What follows belongs to an exercise in optimizing a design on an open flow for small area and few clock cycles per item; a production flow would make more cautious choices.
Where RTL was checked, it was by simulation tests only, not by an equivalence proof against the original.

==> run B: inputs <==
## fp_mult_pipe
module fp_mult_pipe #(
  parameter int unsigned EXP_W = 8,
  parameter int unsigned MAN_W = 23,
  parameter int unsigned TAG_W = 4
) (
  input  logic                   clk,
  input  logic                   rstn,
  input  logic                   in_valid,
  output logic                   in_ready,
  input  logic [EXP_W+MAN_W:0]   a,
  input  logic [EXP_W+MAN_W:0]   b,
  input  logic [TAG_W-1:0]       in_tag,
  output logic                   out_valid,
  input  logic                   out_ready,
  output logic [EXP_W+MAN_W:0]   result,
  output logic [TAG_W-1:0]       out_tag,
  output logic [3:0]             flags
);
==> flow/config.mk <==
export PLATFORM = sky130hd
export DESIGN_NAME = fp_mult_pipe
export DESIGN_NICKNAME = fp_mult_pipe
export VERILOG_FILES = /design/flow/design.v
export SDC_FILE = /design/flow/constraint.sdc
export NUM_CORES = 4
export LEC_CHECK = 0
export ABC_AREA = 1
export CAP_MARGIN = 20
export CORE_MARGIN = 2
export CORE_UTILIZATION = 40
export CTS_BUF_LIST = sky130_fd_sc_hd__clkbuf_8
export GPL_TIMING_DRIVEN = 0
export SETUP_SLACK_MARGIN = 0.02
export SLEW_MARGIN = 20
export SYNTH_HIERARCHICAL = 1
export SYNTH_MINIMUM_KEEP_SIZE = 0
==> flow/constraint.sdc <==
create_clock -name core_clock -period 7.0 [get_ports {clk}]
set_input_delay 1.4000 -clock core_clock [delete_from_list [all_inputs] [get_ports {clk}]]
set_output_delay 1.4000 -clock core_clock [all_outputs]
set_load 0.01 [all_outputs]
standard.sh (not shown) runs the stock make flow with config.mk's settings and CLKGATE_MAP_FILE= SYNTH_SCRIPT=/design/flow/synth_recipe.tcl, a recipe that flattens the netlist after the stock synthesis.
==> flow/flow/run.sh <==
#!/bin/bash
# Standard ORFS layout, with plain buffers on the ports instead of the delay cell buffer_ports
# picks, and with the synthesis buffers removed at floorplan so repair_design rebuffers.
set -euo pipefail
bash standard.sh BUFFER_PORTS_ARGS="-buffer_cell sky130_fd_sc_hd__buf_2" REMOVE_ABC_BUFFERS=1  finish > make.log 2>&1
==> run E: changes against run B <==
==> flow/flow/run.sh (replaced) <==
#!/bin/bash
# Standard ORFS layout, with plain buffers on the ports instead of the delay cell buffer_ports
# picks, and with the synthesis buffers removed at floorplan so repair_design rebuffers.
set -euo pipefail
bash standard.sh BUFFER_PORTS_ARGS="-buffer_cell sky130_fd_sc_hd__buf_2" REMOVE_ABC_BUFFERS=1 CTS_ARGS="-sink_clustering_enable -repair_clock_nets -buf_list sky130_fd_sc_hd__clkbuf_8 -dont_use_dummy_load -sink_clustering_size 50 -sink_clustering_max_diameter 400" finish > make.log 2>&1
==> run M: changes against run B <==
--- a/flow/design.v
+++ b/flow/design.v
@@ -19,24 +19,25 @@
   logic adv;
   assign adv      = ~out_valid | out_ready;
   assign in_ready = adv;
   logic [7:0]  ea, eb;
   logic [22:0] fa, fb;
   logic nan_a, nan_b, snan_a, snan_b, inf_a, inf_b, zero_a, zero_b;
   logic nan, ixz, inf, zero;
+  logic fa_nz, fb_nz;   
   assign ea = a[30:23];
   assign eb = b[30:23];
   assign fa = a[22:0];
   assign fb = b[22:0];
-  assign nan_a  = (&ea) & (|fa);
-  assign nan_b  = (&eb) & (|fb);
+  assign nan_a  = (&ea) & fa_nz;
+  assign nan_b  = (&eb) & fb_nz;
   assign snan_a = nan_a & ~fa[22];
   assign snan_b = nan_b & ~fb[22];
-  assign inf_a  = (&ea) & ~(|fa);
-  assign inf_b  = (&eb) & ~(|fb);
+  assign inf_a  = (&ea) & ~fa_nz;
+  assign inf_b  = (&eb) & ~fb_nz;
   assign zero_a = ~(|ea);
   assign zero_b = ~(|eb);
   assign nan    = nan_a | nan_b;
   assign ixz    = (inf_a & zero_b) | (zero_a & inf_b);
   assign inf    = inf_a | inf_b;
   assign zero   = zero_a | zero_b;
   logic [22:0] ma, mb;
@@ -1055,14 +1056,16 @@
   wire P0_6_718 = P3_6_713 & P0_3_716;
   wire G0_11_719 = G6_11_708 | (P6_11_709 & G0_6_717);
   wire P0_11_720 = P6_11_709 & P0_6_718;
   wire G0_22_721 = G11_22_700 | (P11_22_701 & G0_11_719);
   wire P0_22_722 = P11_22_701 & P0_11_720;
   wire prod_c = G0_22_721;
   wire [25:0] prod_hi = {c46_639, c45_638, c44_637, c43_636, c42_635, c41_634, c40_633, c39_632, c38_631, c37_630, c36_629, c35_628, c34_627, c33_626, c32_625, c31_624, c30_623, c29_622, c28_621, c27_620, c26_619, c25_618, c24_617, c23_616, c22_615, c21_614} + {1'b0, s46_639, s45_638, s44_637, s43_636, s42_635, s41_634, s40_633, s39_632, s38_631, s37_630, s36_629, s35_628, s34_627, s33_626, s32_625, s31_624, s30_623, s29_622, s28_621, s27_620, s26_619, s25_618, s24_617, s23_616, s22_615};
+  assign fa_nz = ~(tza[22] & ~ma[22]);
+  assign fb_nz = ~(tzb[22] & ~mb[22]);
   logic [2:0] cls;
   always_comb begin
     if (nan)       cls = {1'b1, snan_a | snan_b, 1'b1};
     else if (ixz)  cls = 3'b111;
     else if (inf)  cls = 3'b110;
     else if (zero) cls = 3'b100;
     else           cls = 3'b000;
==> flow/flow/run.sh (replaced) <==
#!/bin/bash
# Standard ORFS layout (the standard.sh) with three changes:
# - plain buf_2 buffers on the ports instead of the delay cell buffer_ports picks by itself;
# - the synthesis buffers are removed at floorplan, so repair_design rebuffers from scratch;
# - CTS with clkbuf_8 and without dummy loads.
# Each ORFS step writes its full log under orfs/logs/; make's own output goes to make.log.
set -euo pipefail
bash standard.sh BUFFER_PORTS_ARGS="-buffer_cell sky130_fd_sc_hd__buf_2" REMOVE_ABC_BUFFERS=1 \
  CTS_ARGS="-sink_clustering_enable -repair_clock_nets -buf_list sky130_fd_sc_hd__clkbuf_8 -dont_use_dummy_load" \
  finish > make.log 2>&1
SETUP_SLACK_MARGIN = -0.1   (was 0.02)
==> run Y: changes against run B <==
==> flow/flow/run.sh (replaced) <==
#!/bin/bash
# Standard ORFS layout (the standard.sh) with three changes:
# - plain buf_2 buffers on the ports instead of the delay cell buffer_ports picks by itself;
# - the synthesis buffers are removed at floorplan, so repair_design rebuffers from scratch;
# - CTS with clkbuf_8 and without dummy loads.
# Each ORFS step writes its full log under orfs/logs/; make's own output goes to make.log.
set -euo pipefail
bash standard.sh BUFFER_PORTS_ARGS="-buffer_cell sky130_fd_sc_hd__buf_2" REMOVE_ABC_BUFFERS=1 \
  CTS_ARGS="-sink_clustering_enable -repair_clock_nets -buf_list sky130_fd_sc_hd__clkbuf_8 -dont_use_dummy_load" \
  finish > make.log 2>&1
SETUP_SLACK_MARGIN = -0.05   (was 0.02)
==> notes <==
The highest clock skew belongs to run E, the lowest to run B.
In synthesized area, run E and run B do not differ.
Run M ran to the end with violations: negative setup slack. Run E passed the timing, design-rule and antenna checks. Run Y ran to the end with no violations. Run B finished with timing, DRC and antenna clean.
In die area, run B and run Y do not differ.
Testbench counts of run B, summed over its fixed seeds: cycles 16,008, items 16,000.
Testbench counts of run E, summed over its fixed seeds: cycles 16,008, items 16,000.
Testbench counts of run Y, summed over its fixed seeds: cycles 16,008, items 16,000.
For run M, only the layout was checked, not whether the RTL still works.

-- static timing again, ports no longer ideal --
The results above use ideal ports. As a check the final layouts listed here were re-extracted and re-timed, cells and wires unchanged.
Step 1: set_driving_cell puts a clkbuf_16 on clk and a buf_2 on each other input, an assumption about the parent block.
Step 2 also shifts input and output timing later by t, the mid clock arrival at the registers, as if the neighbouring blocks saw the same clock.
Slacks: ideal / step 1 / step 2; pairs: ideal / step 1.
| run | shift t [ns] | slack for setup (ns) | worst hold slack (ns) |
|---|---|---|---|
| run B | 0.339 | 0.189 / 0.140 / -0.199 | 0.753 / 0.753 / 0.753 |
| run E | 0.333 | 0.212 / 0.175 / -0.158 | 0.746 / 0.746 / 0.746 |
| run M | 0.323 | -0.052 / -0.088 / -0.296 | 0.744 / 0.744 / 0.744 |
| run Y | 0.336 | 0.181 / 0.156 / -0.180 | 0.750 / 0.750 / 0.750 |
Met with ideal ports but missed after step 2: setup timing in run B, run E and run Y. The setup slack of run B, which loses most, moves by -0.049 ns with the drivers and by -0.388 ns with both steps.
